Background: an optimization exercise with open tools, aiming at small area. Do not read the settings as production practice. Function was checked by simulation only, so behaviour that the tests miss may differ from the original. Power and IR drop assume default switching activity.

// dmem_responder
module dmem_responder #(
    parameter int ADDR_WIDTH  = 6,
    parameter int WAIT_CYCLES = 1
) (
    input  logic        clk,
    input  logic        reset_n,
    input  logic        req_valid,
    output logic        req_ready,
    input  logic        req_write,
    input  logic [1:0]  req_size,
    input  logic        req_signed,
    input  logic [31:0] req_addr,
    input  logic [31:0] req_wdata,
    output logic        resp_valid,
    output logic [31:0] resp_rdata,
    output logic        resp_error
);
Size in the first run: roughly 1700 cells after synthesis, about 530 flip-flops, roughly 110 I/O pins.
clock: 10.0 ns
lec_check: 0
cap_margin: 20
core_margin: 2
core_utilization: 50
gpl_timing_driven: 0
place_density: 0.6
slew_margin: 20
standard.sh (not shown) runs the stock make flow with config.mk's settings and CLKGATE_MAP_FILE= SYNTH_SCRIPT=/design/flow/synth_recipe.tcl, a recipe that flattens the netlist after the stock synthesis.
==> flow/flow/run.sh <==
#!/bin/bash
# Layout flow: the standard ORFS flow (standard.sh) run on flow/mapped.v, a
# hand-mapped form of the RTL with the same registers, with small port
# buffers and a clock tree of small buffers.
set -euo pipefail
M=$PWD/flow/mapped.v
CTS="-sink_clustering_enable -repair_clock_nets -dont_use_dummy_load -buf_list {sky130_fd_sc_hd__clkbuf_4 sky130_fd_sc_hd__clkbuf_8} -sink_clustering_size 20 -sink_clustering_max_diameter 50"
bash standard.sh VERILOG_FILES="$M" \
  BUFFER_PORTS_ARGS="-buffer_cell sky130_fd_sc_hd__buf_1" \
  CTS_ARGS="$CTS" \
  finish > flow_make.log 2>&1
==> flow/flow/mapped.v <==
// Hand-mapped version of rtl/dmem_responder.sv for the layout flow: the
// storage update gates and the load word multiplexer are placed as library
// cells; the small control and alignment logic is left to synthesis.
// Register names and kinds match the standard synthesis of the RTL.
module dmem_responder #(
    parameter int ADDR_WIDTH  = 6,
    parameter int WAIT_CYCLES = 1
) (
    input  logic        clk,
    input  logic        reset_n,
    input  logic        req_valid,
    output logic        req_ready,
    input  logic        req_write,
    input  logic [1:0]  req_size,
    input  logic        req_signed,
    input  logic [31:0] req_addr,
    input  logic [31:0] req_wdata,
    output logic        resp_valid,
    output logic [31:0] resp_rdata,
    output logic        resp_error
);

    logic wait_q, resp_q;
    logic idle, idle_b;

    assign idle   = ~(wait_q | resp_q);
    assign idle_b = ~(wait_q ^ resp_q);

    always_ff @(posedge clk or negedge reset_n) begin
        if (!reset_n) begin
            wait_q <= 1'b0;
            resp_q <= 1'b0;
        end else begin
            wait_q <= idle & req_valid;
            resp_q <= wait_q;
        end
    end

    assign req_ready  = idle;
    assign resp_valid = resp_q;

    logic req_err;
    assign req_err = (req_size == 2'b11)
                  || (req_size == 2'b01 && req_addr[0])
                  || (req_size == 2'b10 && req_addr[1:0] != 2'b00)
                  || (req_addr[31:6] != 26'd0);

    logic [5:0] addr_q;
    logic       err_q, rdok_q, byte_q, word_q, sx_q;

    always_ff @(posedge clk) begin
        if (idle) begin
            addr_q <= req_addr[5:0];
            err_q  <= req_err;
            rdok_q <= ~req_write & ~req_err;
            byte_q <= (req_size == 2'b00);
            word_q <= (req_size == 2'b10);
            sx_q   <= req_signed;
        end
    end

    assign resp_error = err_q;

    // ---------------- store path ----------------
    logic [3:0]  lane_en;
    logic [31:0] lane_wd;
    logic        vw;
    logic [3:0]  lset_n, lkeep;
    logic [15:0] row_p, row_n;

    always_comb begin
        case (req_size)
            2'b00:   lane_en = 4'b0001 << req_addr[1:0];
            2'b01:   lane_en = req_addr[1] ? 4'b1100 : 4'b0011;
            default: lane_en = 4'b1111;
        endcase
        lane_wd[7:0]   = req_wdata[7:0];
        lane_wd[15:8]  = (req_size == 2'b00) ? req_wdata[7:0] : req_wdata[15:8];
        lane_wd[23:16] = req_size[1] ? req_wdata[23:16] : req_wdata[7:0];
        lane_wd[31:24] = req_size[1] ? req_wdata[31:24]
                       : req_size[0] ? req_wdata[15:8] : req_wdata[7:0];
        vw = req_valid & reset_n & req_write & ~req_err;
        for (int l = 0; l < 4; l++) begin
            lset_n[l] = ~(idle & vw & lane_en[l]);
            lkeep[l]  = idle_b & vw & lane_en[l];
        end
        for (int k = 0; k < 16; k++) begin
            row_p[k] = (req_addr[5:2] == 4'(k));
            row_n[k] = ~(req_addr[5:2] == 4'(k));
        end
    end

    logic [511:0] mem_q, mem_d;
    logic [63:0]  set_b, keep_b;

    for (genvar k = 0; k < 16; k++) begin : g_w
        for (genvar l = 0; l < 4; l++) begin : g_l
            sky130_fd_sc_hd__nor2_1  u_set  (.A(row_n[k]), .B(lset_n[l]), .Y(set_b[4*k+l]));
            sky130_fd_sc_hd__nand2_1 u_keep (.A(row_p[k]), .B(lkeep[l]),  .Y(keep_b[4*k+l]));
            for (genvar j = 0; j < 8; j++) begin : g_b
                sky130_fd_sc_hd__a22o_1 u_upd (
                    .A1(mem_q[32*k+8*l+j]), .A2(keep_b[4*k+l]),
                    .B1(lane_wd[8*l+j]),    .B2(set_b[4*k+l]),
                    .X(mem_d[32*k+8*l+j]));
            end
        end
    end

    always_ff @(posedge clk)
        mem_q <= mem_d;

    // ---------------- load path ----------------
    // Row selects, one copy per output byte lane: rsel_c[c][k] drives the
    // load multiplexer of bits 8c..8c+7.
    logic [3:0]  rhi_n, rlo_n;
    logic [15:0] rsel_c [4];
    always_comb
        for (int i = 0; i < 4; i++) begin
            rhi_n[i] = ~(rdok_q & (addr_q[5:4] == 2'(i)));
            rlo_n[i] = ~(addr_q[3:2] == 2'(i));
        end
    for (genvar c = 0; c < 4; c++) begin : g_rc
        for (genvar k = 0; k < 16; k++) begin : g_rk
            sky130_fd_sc_hd__nor2_1 u_rs (.A(rhi_n[k/4]), .B(rlo_n[k%4]), .Y(rsel_c[c][k]));
        end
    end

    logic [31:0] word_n;
    for (genvar b = 0; b < 32; b++) begin : g_rd
        logic [5:0] y;
        logic [1:0] z;
        for (genvar g = 0; g < 5; g++) begin : g_g
            sky130_fd_sc_hd__a222oi_1 u_aoi (
                .A1(mem_q[32*(3*g)+b]),   .A2(rsel_c[b/8][3*g]),
                .B1(mem_q[32*(3*g+1)+b]), .B2(rsel_c[b/8][3*g+1]),
                .C1(mem_q[32*(3*g+2)+b]), .C2(rsel_c[b/8][3*g+2]),
                .Y(y[g]));
        end
        sky130_fd_sc_hd__nand2_1 u_n15 (.A(mem_q[32*15+b]), .B(rsel_c[b/8][15]), .Y(y[5]));
        sky130_fd_sc_hd__nand3_1 u_z0 (.A(y[0]), .B(y[1]), .C(y[2]), .Y(z[0]));
        sky130_fd_sc_hd__nand3_1 u_z1 (.A(y[3]), .B(y[4]), .C(y[5]), .Y(z[1]));
        sky130_fd_sc_hd__nor2_1  u_w  (.A(z[0]), .B(z[1]), .Y(word_n[b]));
    end

    logic [31:0] word;
    logic [7:0]  lo, hi;
    logic        ext;

    always_comb begin
        word = ~word_n;
        case (addr_q[1:0])
            2'b00: lo = word[7:0];
            2'b01: lo = word[15:8];
            2'b10: lo = word[23:16];
            2'b11: lo = word[31:24];
        endcase
        hi  = addr_q[1] ? word[31:24] : word[15:8];
        ext = sx_q & (byte_q ? lo[7] : hi[7]);
        resp_rdata[7:0]   = lo;
        resp_rdata[15:8]  = byte_q ? {8{ext}} : hi;
        resp_rdata[31:16] = word_q ? word[31:16] : {16{ext}};
    end

endmodule
The baseline finished clean.
Change:
--- a/flow/flow/mapped.v
+++ b/flow/flow/mapped.v
@@ -111,18 +111,8 @@
 
     // ---------------- load path ----------------
-    // Row selects, one copy per output byte lane: rsel_c[c][k] drives the
-    // load multiplexer of bits 8c..8c+7.
-    logic [3:0]  rhi_n, rlo_n;
-    logic [15:0] rsel_c [4];
+    logic [15:0] rsel;
     always_comb
-        for (int i = 0; i < 4; i++) begin
-            rhi_n[i] = ~(rdok_q & (addr_q[5:4] == 2'(i)));
-            rlo_n[i] = ~(addr_q[3:2] == 2'(i));
-        end
-    for (genvar c = 0; c < 4; c++) begin : g_rc
-        for (genvar k = 0; k < 16; k++) begin : g_rk
-            sky130_fd_sc_hd__nor2_1 u_rs (.A(rhi_n[k/4]), .B(rlo_n[k%4]), .Y(rsel_c[c][k]));
-        end
-    end
+        for (int k = 0; k < 16; k++)
+            rsel[k] = rdok_q & (addr_q[5:2] == 4'(k));
 
     logic [31:0] word_n;
@@ -132,10 +122,10 @@
         for (genvar g = 0; g < 5; g++) begin : g_g
             sky130_fd_sc_hd__a222oi_1 u_aoi (
-                .A1(mem_q[32*(3*g)+b]),   .A2(rsel_c[b/8][3*g]),
-                .B1(mem_q[32*(3*g+1)+b]), .B2(rsel_c[b/8][3*g+1]),
-                .C1(mem_q[32*(3*g+2)+b]), .C2(rsel_c[b/8][3*g+2]),
+                .A1(mem_q[32*(3*g)+b]),   .A2(rsel[3*g]),
+                .B1(mem_q[32*(3*g+1)+b]), .B2(rsel[3*g+1]),
+                .C1(mem_q[32*(3*g+2)+b]), .C2(rsel[3*g+2]),
                 .Y(y[g]));
         end
-        sky130_fd_sc_hd__nand2_1 u_n15 (.A(mem_q[32*15+b]), .B(rsel_c[b/8][15]), .Y(y[5]));
+        sky130_fd_sc_hd__nand2_1 u_n15 (.A(mem_q[32*15+b]), .B(rsel[15]), .Y(y[5]));
         sky130_fd_sc_hd__nand3_1 u_z0 (.A(y[0]), .B(y[1]), .C(y[2]), .Y(z[0]));
         sky130_fd_sc_hd__nand3_1 u_z1 (.A(y[3]), .B(y[4]), .C(y[5]), .Y(z[1]));
Settings changed: CORE_UTILIZATION 50 to 65, PLACE_DENSITY 0.6 to 0.75.
=> The new run ran to the end with no violations. Power shrinks by 1.4%. Core utilization grows by 18 points. Register-to-register slack gains 200 ps. Flip-flop and latch count stays the same. Combinational power shrinks by about 5%. Clock skew shrinks by 4.8 ps. Maximum frequency grows by 1.5%. Cell area is about the same. Routed wire length grows by 0.35%. Worst setup slack gains 96 ps. Clock-buffer cell count shrinks by 3.
Change:
==> flow/flow/run.sh (replaced) <==
#!/bin/bash
# Layout flow: the standard ORFS flow (standard.sh) run on flow/mapped.v, a
# hand-mapped form of the RTL with the same registers, with small port
# buffers and a clock tree of small buffers.
set -euo pipefail
M=$PWD/flow/mapped.v
CTS="-sink_clustering_enable -repair_clock_nets -dont_use_dummy_load -buf_list {sky130_fd_sc_hd__clkbuf_8} -sink_clustering_size 22 -sink_clustering_max_diameter 60"
bash standard.sh VERILOG_FILES="$M" \
  BUFFER_PORTS_ARGS="-buffer_cell sky130_fd_sc_hd__buf_1" \
  CTS_ARGS="$CTS" \
  finish > flow_make.log 2>&1
--- a/flow/flow/mapped.v
+++ b/flow/flow/mapped.v
@@ -111,8 +111,18 @@
 
     // ---------------- load path ----------------
-    logic [15:0] rsel;
+    // Row selects, one copy per output byte lane: rsel_c[c][k] drives the
+    // load multiplexer of bits 8c..8c+7.
+    logic [3:0]  rhi_n, rlo_n;
+    logic [15:0] rsel_c [4];
     always_comb
-        for (int k = 0; k < 16; k++)
-            rsel[k] = rdok_q & (addr_q[5:2] == 4'(k));
+        for (int i = 0; i < 4; i++) begin
+            rhi_n[i] = ~(rdok_q & (addr_q[5:4] == 2'(i)));
+            rlo_n[i] = ~(addr_q[3:2] == 2'(i));
+        end
+    for (genvar c = 0; c < 4; c++) begin : g_rc
+        for (genvar k = 0; k < 16; k++) begin : g_rk
+            sky130_fd_sc_hd__nor2_1 u_rs (.A(rhi_n[k/4]), .B(rlo_n[k%4]), .Y(rsel_c[c][k]));
+        end
+    end
 
     logic [31:0] word_n;
@@ -122,10 +132,10 @@
         for (genvar g = 0; g < 5; g++) begin : g_g
             sky130_fd_sc_hd__a222oi_1 u_aoi (
-                .A1(mem_q[32*(3*g)+b]),   .A2(rsel[3*g]),
-                .B1(mem_q[32*(3*g+1)+b]), .B2(rsel[3*g+1]),
-                .C1(mem_q[32*(3*g+2)+b]), .C2(rsel[3*g+2]),
+                .A1(mem_q[32*(3*g)+b]),   .A2(rsel_c[b/8][3*g]),
+                .B1(mem_q[32*(3*g+1)+b]), .B2(rsel_c[b/8][3*g+1]),
+                .C1(mem_q[32*(3*g+2)+b]), .C2(rsel_c[b/8][3*g+2]),
                 .Y(y[g]));
         end
-        sky130_fd_sc_hd__nand2_1 u_n15 (.A(mem_q[32*15+b]), .B(rsel[15]), .Y(y[5]));
+        sky130_fd_sc_hd__nand2_1 u_n15 (.A(mem_q[32*15+b]), .B(rsel_c[b/8][15]), .Y(y[5]));
         sky130_fd_sc_hd__nand3_1 u_z0 (.A(y[0]), .B(y[1]), .C(y[2]), .Y(z[0]));
         sky130_fd_sc_hd__nand3_1 u_z1 (.A(y[3]), .B(y[4]), .C(y[5]), .Y(z[1]));
Settings changed: CAP_MARGIN 20 to 10, CORE_UTILIZATION 65 to 50, PLACE_DENSITY 0.75 to 0.6, SLEW_MARGIN 20 to 10.
Effect: Setup slack gets worse by 98 ps; area after synthesis rose slightly; non-clock buffer count decreases by 23; cell count increases by a few percent; via count fell by a few percent.
Change:
--- a/flow/flow/run.sh
+++ b/flow/flow/run.sh
@@ -5,5 +5,5 @@
 set -euo pipefail
 M=$PWD/flow/mapped.v
-CTS="-sink_clustering_enable -repair_clock_nets -dont_use_dummy_load -buf_list {sky130_fd_sc_hd__clkbuf_8} -sink_clustering_size 22 -sink_clustering_max_diameter 60"
+CTS="-sink_clustering_enable -repair_clock_nets -dont_use_dummy_load -buf_list {sky130_fd_sc_hd__clkbuf_4 sky130_fd_sc_hd__clkbuf_8} -sink_clustering_size 20 -sink_clustering_max_diameter 50"
 bash standard.sh VERILOG_FILES="$M" \
   BUFFER_PORTS_ARGS="-buffer_cell sky130_fd_sc_hd__buf_1" \
--- a/flow/flow/mapped.v
+++ b/flow/flow/mapped.v
@@ -111,18 +111,8 @@
 
     // ---------------- load path ----------------
-    // Row selects, one copy per output byte lane: rsel_c[c][k] drives the
-    // load multiplexer of bits 8c..8c+7.
-    logic [3:0]  rhi_n, rlo_n;
-    logic [15:0] rsel_c [4];
+    logic [15:0] rsel;
     always_comb
-        for (int i = 0; i < 4; i++) begin
-            rhi_n[i] = ~(rdok_q & (addr_q[5:4] == 2'(i)));
-            rlo_n[i] = ~(addr_q[3:2] == 2'(i));
-        end
-    for (genvar c = 0; c < 4; c++) begin : g_rc
-        for (genvar k = 0; k < 16; k++) begin : g_rk
-            sky130_fd_sc_hd__nor2_1 u_rs (.A(rhi_n[k/4]), .B(rlo_n[k%4]), .Y(rsel_c[c][k]));
-        end
-    end
+        for (int k = 0; k < 16; k++)
+            rsel[k] = rdok_q & (addr_q[5:2] == 4'(k));
 
     logic [31:0] word_n;
@@ -132,10 +122,10 @@
         for (genvar g = 0; g < 5; g++) begin : g_g
             sky130_fd_sc_hd__a222oi_1 u_aoi (
-                .A1(mem_q[32*(3*g)+b]),   .A2(rsel_c[b/8][3*g]),
-                .B1(mem_q[32*(3*g+1)+b]), .B2(rsel_c[b/8][3*g+1]),
-                .C1(mem_q[32*(3*g+2)+b]), .C2(rsel_c[b/8][3*g+2]),
+                .A1(mem_q[32*(3*g)+b]),   .A2(rsel[3*g]),
+                .B1(mem_q[32*(3*g+1)+b]), .B2(rsel[3*g+1]),
+                .C1(mem_q[32*(3*g+2)+b]), .C2(rsel[3*g+2]),
                 .Y(y[g]));
         end
-        sky130_fd_sc_hd__nand2_1 u_n15 (.A(mem_q[32*15+b]), .B(rsel_c[b/8][15]), .Y(y[5]));
+        sky130_fd_sc_hd__nand2_1 u_n15 (.A(mem_q[32*15+b]), .B(rsel[15]), .Y(y[5]));
         sky130_fd_sc_hd__nand3_1 u_z0 (.A(y[0]), .B(y[1]), .C(y[2]), .Y(z[0]));
         sky130_fd_sc_hd__nand3_1 u_z1 (.A(y[3]), .B(y[4]), .C(y[5]), .Y(z[1]));
Settings changed: CAP_MARGIN 10 to 20, SLEW_MARGIN 10 to 20.
What happened:
- routed wire length climbs by 5.7%
- setup slack is better by 220 ps
- hold slack is worse by 19 ps
- power climbs by 4.0%
- global-route usage climbs by 2.8 points
- register-to-register slack is better by 250 ps
- combinational power climbs by about 3%
- design area climbs by 2.7%
- via count climbs by 2.6%
- non-clock buffer count climbs by 31

==> re-timing with driven ports <==
Ports are ideal in the flow. The routed layouts listed here were re-timed in OpenROAD. Step 1 (the two cells are an assumption about what drives the block):
set clk [get_ports {clk}]
set_driving_cell -lib_cell sky130_fd_sc_hd__clkbuf_16 $clk
set_driving_cell -lib_cell sky130_fd_sc_hd__buf_2 [delete_from_list [all_inputs] $clk]
Step 2, shift: input delay + t, output delay - t, t = (earliest + latest rising clock arrival at the registers) / 2. This alone moves slack from input paths to output paths. a / b / c = no drivers / after step 1 / after step 2; a / b = the first two.
| run | shift t [ns] | setup slack, ns | clock arrival spread, ns | worst data-port slew with drivers (ns) |
|---|---|---|---|---|
| the first run | 0.655 | 3.368 / 3.312 / 3.967 | 0.061 / 0.061 | 0.11 |
| the second run | 0.618 | 3.464 / 3.414 / 4.032 | 0.068 / 0.068 | 0.12 |
| the third run | 0.645 | 3.366 / 3.309 / 3.955 | 0.057 / 0.057 | 0.12 |
| the fourth run | 0.702 | 3.584 / 3.529 / 4.231 | 0.058 / 0.057 | 0.07 |
After both steps setup and hold are still met in every run listed.
